From an optimization exercise on the open Yosys and OpenROAD flow, aimed at small area; shortcuts taken in it are not production practice.
Only simulation tests tie the RTL to the original design; equivalence was not proved.
Power figures rest on the tool's default switching activity, not on a simulated workload.

==> design/flow/design.v <==
package regfile_pkg;
    localparam int XLEN_DEFAULT = 32;
    localparam int ZERO_REG     = 0;
endpackage
module regfile_scoreboard
#(
    parameter int NREGS = 32,
    parameter int AW    = $clog2(NREGS),
    parameter int CW    = $clog2(NREGS + 1)
) (
    input  logic             clk,
    input  logic             rst_n,
    input  logic             i_iss_en,
    input  logic [AW-1:0]    i_iss_addr,
    input  logic             i_wr_en,
    input  logic [AW-1:0]    i_wr_addr,
    output logic [NREGS-1:0] o_busy,
    output logic [CW-1:0]    o_busy_cnt,
    output logic             o_any_busy
);
    logic [NREGS-1:0] r_busy;
    logic [NREGS-1:0] w_busy_next;
    logic [CW-1:0]    r_busy_cnt;
    logic [CW-1:0]    w_busy_cnt_next;
    logic             w_set;
    logic             w_clr;
    logic             w_inc;
    logic             w_dec;
    always_comb begin
        w_set       = i_iss_en && (i_iss_addr != AW'(regfile_pkg::ZERO_REG));
        w_clr       = i_wr_en && (i_wr_addr != AW'(regfile_pkg::ZERO_REG));
        w_busy_next = r_busy;
        if (w_clr) w_busy_next[i_wr_addr] = 1'b0;
        if (w_set) w_busy_next[i_iss_addr] = 1'b1;
        w_inc = w_set && !r_busy[i_iss_addr];
        w_dec = w_clr && r_busy[i_wr_addr] && !(w_set && (i_iss_addr == i_wr_addr));
        w_busy_cnt_next = r_busy_cnt + CW'(w_inc) - CW'(w_dec);
    end
    always_ff @(posedge clk or negedge rst_n) begin
        if (!rst_n) begin
            r_busy     <= '0;
            r_busy_cnt <= '0;
        end else begin
            r_busy     <= w_busy_next;
            r_busy_cnt <= w_busy_cnt_next;
        end
    end
    assign o_busy     = r_busy;
    assign o_busy_cnt = r_busy_cnt;
    assign o_any_busy = (r_busy_cnt != '0);
endmodule
module regfile_sb
#(
    parameter int XLEN   = regfile_pkg::XLEN_DEFAULT,
    parameter int NREGS  = 32,
    parameter int NREAD  = 2,
    parameter int BYPASS = 1,
    parameter int AW     = $clog2(NREGS),
    parameter int CW     = $clog2(NREGS + 1)
) (
    input  logic              clk,
    input  logic              rst_n,
    input  logic [NREAD*AW-1:0]   rd_addr,
    output logic [NREAD*XLEN-1:0] rd_data,
    output logic [NREAD-1:0]      rd_busy,
    input  logic                  wr_en,
    input  logic [AW-1:0]         wr_addr,
    input  logic [XLEN-1:0]       wr_data,
    input  logic                  iss_en,
    input  logic [AW-1:0]         iss_addr,
    output logic [CW-1:0]         busy_cnt,
    output logic                  any_busy
);
    logic [XLEN-1:0]  r_mem [NREGS];
    logic [NREGS-1:0] w_busy;
    logic             w_wr_valid;
    assign w_wr_valid = wr_en && (wr_addr != AW'(regfile_pkg::ZERO_REG));
    always_ff @(posedge clk or negedge rst_n) begin
        if (!rst_n) begin
            for (int i = 0; i < NREGS; i++) r_mem[i] <= '0;
        end else if (w_wr_valid) begin
            r_mem[wr_addr] <= wr_data;
        end
    end
    regfile_scoreboard #(
        .NREGS (NREGS),
        .AW    (AW),
        .CW    (CW)
    ) u_scoreboard (
        .clk        (clk),
        .rst_n      (rst_n),
        .i_iss_en   (iss_en),
        .i_iss_addr (iss_addr),
        .i_wr_en    (wr_en),
        .i_wr_addr  (wr_addr),
        .o_busy     (w_busy),
        .o_busy_cnt (busy_cnt),
        .o_any_busy (any_busy)
    );
    for (genvar gi = 0; gi < NREAD; gi++) begin : g_rd
        logic [AW-1:0] w_addr;
        logic          w_hit;
        assign w_addr = rd_addr[gi*AW +: AW];
        assign w_hit  = (BYPASS != 0) && rst_n && w_wr_valid && (w_addr == wr_addr);
        assign rd_data[gi*XLEN +: XLEN] = w_hit ? wr_data : r_mem[w_addr];
        assign rd_busy[gi] = w_hit ? 1'b0 : w_busy[w_addr];
    end
endmodule
module regfile_sb_top (
    input  logic        clk,
    input  logic        rst_n,
    input  logic [9:0]  rd_addr,
    output logic [63:0] rd_data,
    output logic [1:0]  rd_busy,
    input  logic        wr_en,
    input  logic [4:0]  wr_addr,
    input  logic [31:0] wr_data,
    input  logic        iss_en,
    input  logic [4:0]  iss_addr,
    output logic [5:0]  busy_cnt,
    output logic        any_busy
);
    regfile_sb #(
        .XLEN   (32),
        .NREGS  (32),
        .NREAD  (2),
        .BYPASS (1)
    ) u_rf (
        .clk      (clk),
        .rst_n    (rst_n),
        .rd_addr  (rd_addr),
        .rd_data  (rd_data),
        .rd_busy  (rd_busy),
        .wr_en    (wr_en),
        .wr_addr  (wr_addr),
        .wr_data  (wr_data),
        .iss_en   (iss_en),
        .iss_addr (iss_addr),
        .busy_cnt (busy_cnt),
        .any_busy (any_busy)
    );
endmodule
==> design/flow/run.sh <==
#!/bin/bash
# synth_recipe.tcl (not shown) runs the flow's synth.tcl, then flattens the netlist and writes it again
# the make line also repeats each setting of config.mk as NAME=value (left out here)
make -C /OpenROAD-flow-scripts/flow DESIGN_CONFIG=/design/flow/config.mk WORK_HOME=/design/flow/orfs CLKGATE_MAP_FILE= SYNTH_SCRIPT=/design/flow/synth_recipe.tcl finish
==> design/flow/config.mk <==
export PLATFORM = sky130hd
export DESIGN_NAME = regfile_sb_top
export DESIGN_NICKNAME = regfile_sb_top
export VERILOG_FILES = /design/flow/design.v
export SDC_FILE = /design/flow/constraint.sdc
export NUM_CORES = 4
export LEC_CHECK = 0
export CAP_MARGIN = 20
export CORE_MARGIN = 2
export CORE_UTILIZATION = 35
export SLEW_MARGIN = 20
==> design/flow/constraint.sdc <==
create_clock -name core_clock -period 8.0 [get_ports {clk}]
set_input_delay 1.6000 -clock core_clock [delete_from_list [all_inputs] [get_ports {clk}]]
set_output_delay 1.6000 -clock core_clock [all_outputs]
set_load 0.01 [all_outputs]
==> summary.txt <==
* Floorplan die area at ~160000 sq um
* Status: finished clean
* CP Class: input pin to output pin
* Post-synth EDFFs at 0
* Min-delay src: u_rf.r_mem[0][7]
* Max cap viols at 0
* Die height at 404 um
* Final wirelength at ~320 mm
* Antenna Nets Post-Route at 0
* Yosys cell types at between 80 and 90
* Critical Path Source: rd_addr[5]
* 1st-pass router iterations at 9
* Layout cells sized above 1 at 0.335
* Ys flop type: dfrtp_1
* Initial Util at 0.353
* TritonCTS clock tree: yes
* FMAX at between 100 and 150 MHz
* Highest-count cells in the layout ignoring fill and taps: dfrtp_1, mux2_2, a22oi_1
* Crit path top cell by count: buf_4
* Sequential element share of the synthesized area at 0.474
* FF-to-FF Start: u_rf.u_scoreboard.r_busy[15]
* Crit path arrival time at 6.15 ns
* Detailed Route Iter0 Violations at ~10000
* Crit path cell chain: buf_2, buf_4, nand2_2, nor2_4, buf_4, a22oi_1, nand4_1, nor4_1, o31ai_1, clkdlybuf4s50_1
* Pins Over Slew Limit at 0
* Worst Max-Slew Pin Slew at approximately 1.3 ns
* CP endpoint kind: output pin
* Post-Place Cell Area at approximately 60000 sq um
* Gpl congestion at ~1.0
* Async set-reset flop share out of synthesis at 1.00
* Clock Sinks at between 1000 and 1500
* Multi-input logic area at 27800 sq um
* Reg area at 26600 sq um
* Cell Rows at ~150
* Detailed placement HPWL at around 200 mm
* Post-CTS Hold Buffers at 0
* WL per Instance at between 40 and 50 um
* Number of post-CTS setup repair buffers at 0
* Vias in the first global route at slightly below 50000
* Worst rel slew slack at 0.0994
* Total GRT Usage at 0.379
* Clock Skew at between 0.007 and 0.008 ns
* Unrepaired setup endpoints after global routing: false
* CP startpoint kind: input pin
* Ratio of final minimum period to clock period at 0.969
* Core area at roughly 160000 sq um
* Worst R2R Path Depth at 12
* Setup_tns at 0 ns
* Commonest non-fill, non-tap cell in the layout: dfrtp_1
* Worst Path Max Fanout at 24
* Via/cell ratio at 7.35
* Syn_nets at between 4000 and 5000
* Worst-Skew Late Latency at between 0.7 and 0.8 ns
* Layout area overhead at 15.6%
* Reg2Reg Capture Point: u_rf.u_scoreboard.r_busy_cnt[4]
* Largest stage delay on the critical path at around 1.1 ns
* Hold crit path type: flip-flop to flip-flop
* Number of I/O port buffers at around 130
* Final setup vio count at 0
* Chip Width at slightly above 400 um
* Hold path depth at 0
* Synthesized flop and latch total at approximately 1100
* Final instance area at between 60000 and 70000 sq um
* Clk buf depth at 3
* Syn_area_per_cell at 11.5 sq um
* Mapped Cells at between 4000 and 5000
* Power per cell area at 249 nW/um^2
* Vias at 52231
* Final Critical Period at slightly below 8 ns
* Yosys Warn Count at 3
* CP delay by family, top: simple AND/OR/NAND/NOR gates
* Endpoints failing hold at 0
* Root buf cell: clkbuf_16
* Largest net degree at the start of global routing at approximately 160
* Grt total ovfl at 0
* Antenna violations before repair at 36
* Post-Syn Area at 56000 sq um
* # DRC at 0
* Global-route wire length before repair at about 430 mm
* Crit-path slowest cell: nor2_4
* Layout Nets at roughly 5000
* Reg clk slew, reported paths at 0.06 ns
* P_leak at ~27 nW
* Fillers at between 10000 and 15000
* CTS resizes at 0
* Overall power at 16.1 mW
* Crit path buf inv count at 4
* H-tree depth at 3
* Num CTS Buffers at 114
* Worst Path Required at ~6.4 ns
* Worst VDD drop at ~0.18 mV
* Reg-to-reg setup timing slack at roughly 4.8 ns
* Hold endpoint: u_rf.r_mem[0][7]
* Io pins at between 100 and 150
## through the flow
step	instances	util	hold WS [ns]	setup slack, ns
2_1_floorplan	4878	-	0.437	1.98
3_3_place_gp	6878	0.383	0.379	0.510
3_5_place_dp	6881	0.383	0.378	0.557
4_1_cts	7084	0.407	0.390	0.548
5_1_grt	7089	0.408	0.398	0.387
6_report	7110	0.408	0.395	0.251
## where the power goes
group          switching, mW  leakage, nW  internal, mW
Sequential              1.15         13.6          6.43
Combinational           1.53         12.0          1.45
Clock                   2.43         1.85          3.14
## cell families after synthesis
logic type | Yosys count | synth area share
mux | 1124 | 0.233
xor+xnor | 29 | 0.00453
simple gates | 918 | 0.0876
fa+ha+maj | 19 | 0.00438
compound gates | 1192 | 0.153
flops | 1062 | 0.474
buf+inv | 534 | 0.0433
## layer usage
metal	wire length, um	share of wire	global-route usage
met1	114000	0.36	0.468
met2	123000	0.39	0.501
met3	51700	0.16	0.189
met4	29900	0.094	0.283
met5	175	0.00055	0.00149
## sequential cells by signal, summed over array words and instances (netlist names)
| name | flops |
|---|---|
| u_rf.r_mem | 1024 |
| u_rf.u_scoreboard.r_busy | 32 |
| u_rf.u_scoreboard.r_busy_cnt | 6 |
## cell type report
cell class | count | share of cell area
flip-flops and latches | 1062 | 0.410
well taps | 2072 | 0.0400
multi-input cells | 3282 | 0.429
clock buffers | 162 | 0.0507
clock inverters | 41 | 0.00782
repair buffers | 429 | 0.0594
inverters | 38 | 0.00220
diodes | 24 | 0.000927
## synthesized netlist by cell type (23+ instances only)
cell	n	area, sq um
a2111oi_0	33	289
a21oi_1	94	470
a221oi_1	28	245
a22o_1	54	473
a22oi_1	672	5040
and3_1	81	507
buf_2	225	1130
buf_4	24	180
clkbuf_1	231	867
dfrtp_1	1062	26600
inv_1	37	139
mux2_2	1003	11300
mux2i_1	79	791
mux4_2	42	946
nand2_1	201	754
nand2b_1	30	188
nand3_1	68	340
nand4_1	118	738
nor2_1	149	559
nor2_2	23	144
nor2b_1	28	175
nor3_1	41	205
nor4_1	48	300
o21ai_0	146	731
o22ai_1	31	194
or3_1	53	332
## worst max-delay path by stage
| stage | end | slack (ns) | depth (start not counted) |
|---|---|---|---|
| floorplan | rd_data[49] | 1.98 | 15 |
| global placement | rd_data[59] | 0.51 | 14 |
| detailed placement | rd_data[53] | 0.56 | 10 |
| CTS | rd_data[53] | 0.55 | 10 |
| global route | rd_data[32] | 0.39 | 10 |
| finish | rd_data[32] | 0.25 | 10 |

## re-timing with driven ports
The flow's constraints put no driver on any port. The routed layout listed below was extracted and timed again, unchanged, in two steps. Step 1, drivers: a clkbuf_16 drives clk and a buf_2 each remaining input, both assumed. Step 2 adds t to the input delays and takes it off the output delays; t is the mean of the earliest and latest rising clock arrival at the registers after step 1. Input paths then give back, and output paths get back, about the clock's delay inside the block. Three values: ideal, step 1, step 2; two values: the first two.
t (ns): 0.853
slack for setup (ns): 0.251 / 0.226 / 0.226
worst setup path at the end: input to output
After both steps setup and hold are still met in this run. The setup slack of this run moves by -0.025 ns with the drivers and by -0.025 ns with both steps.
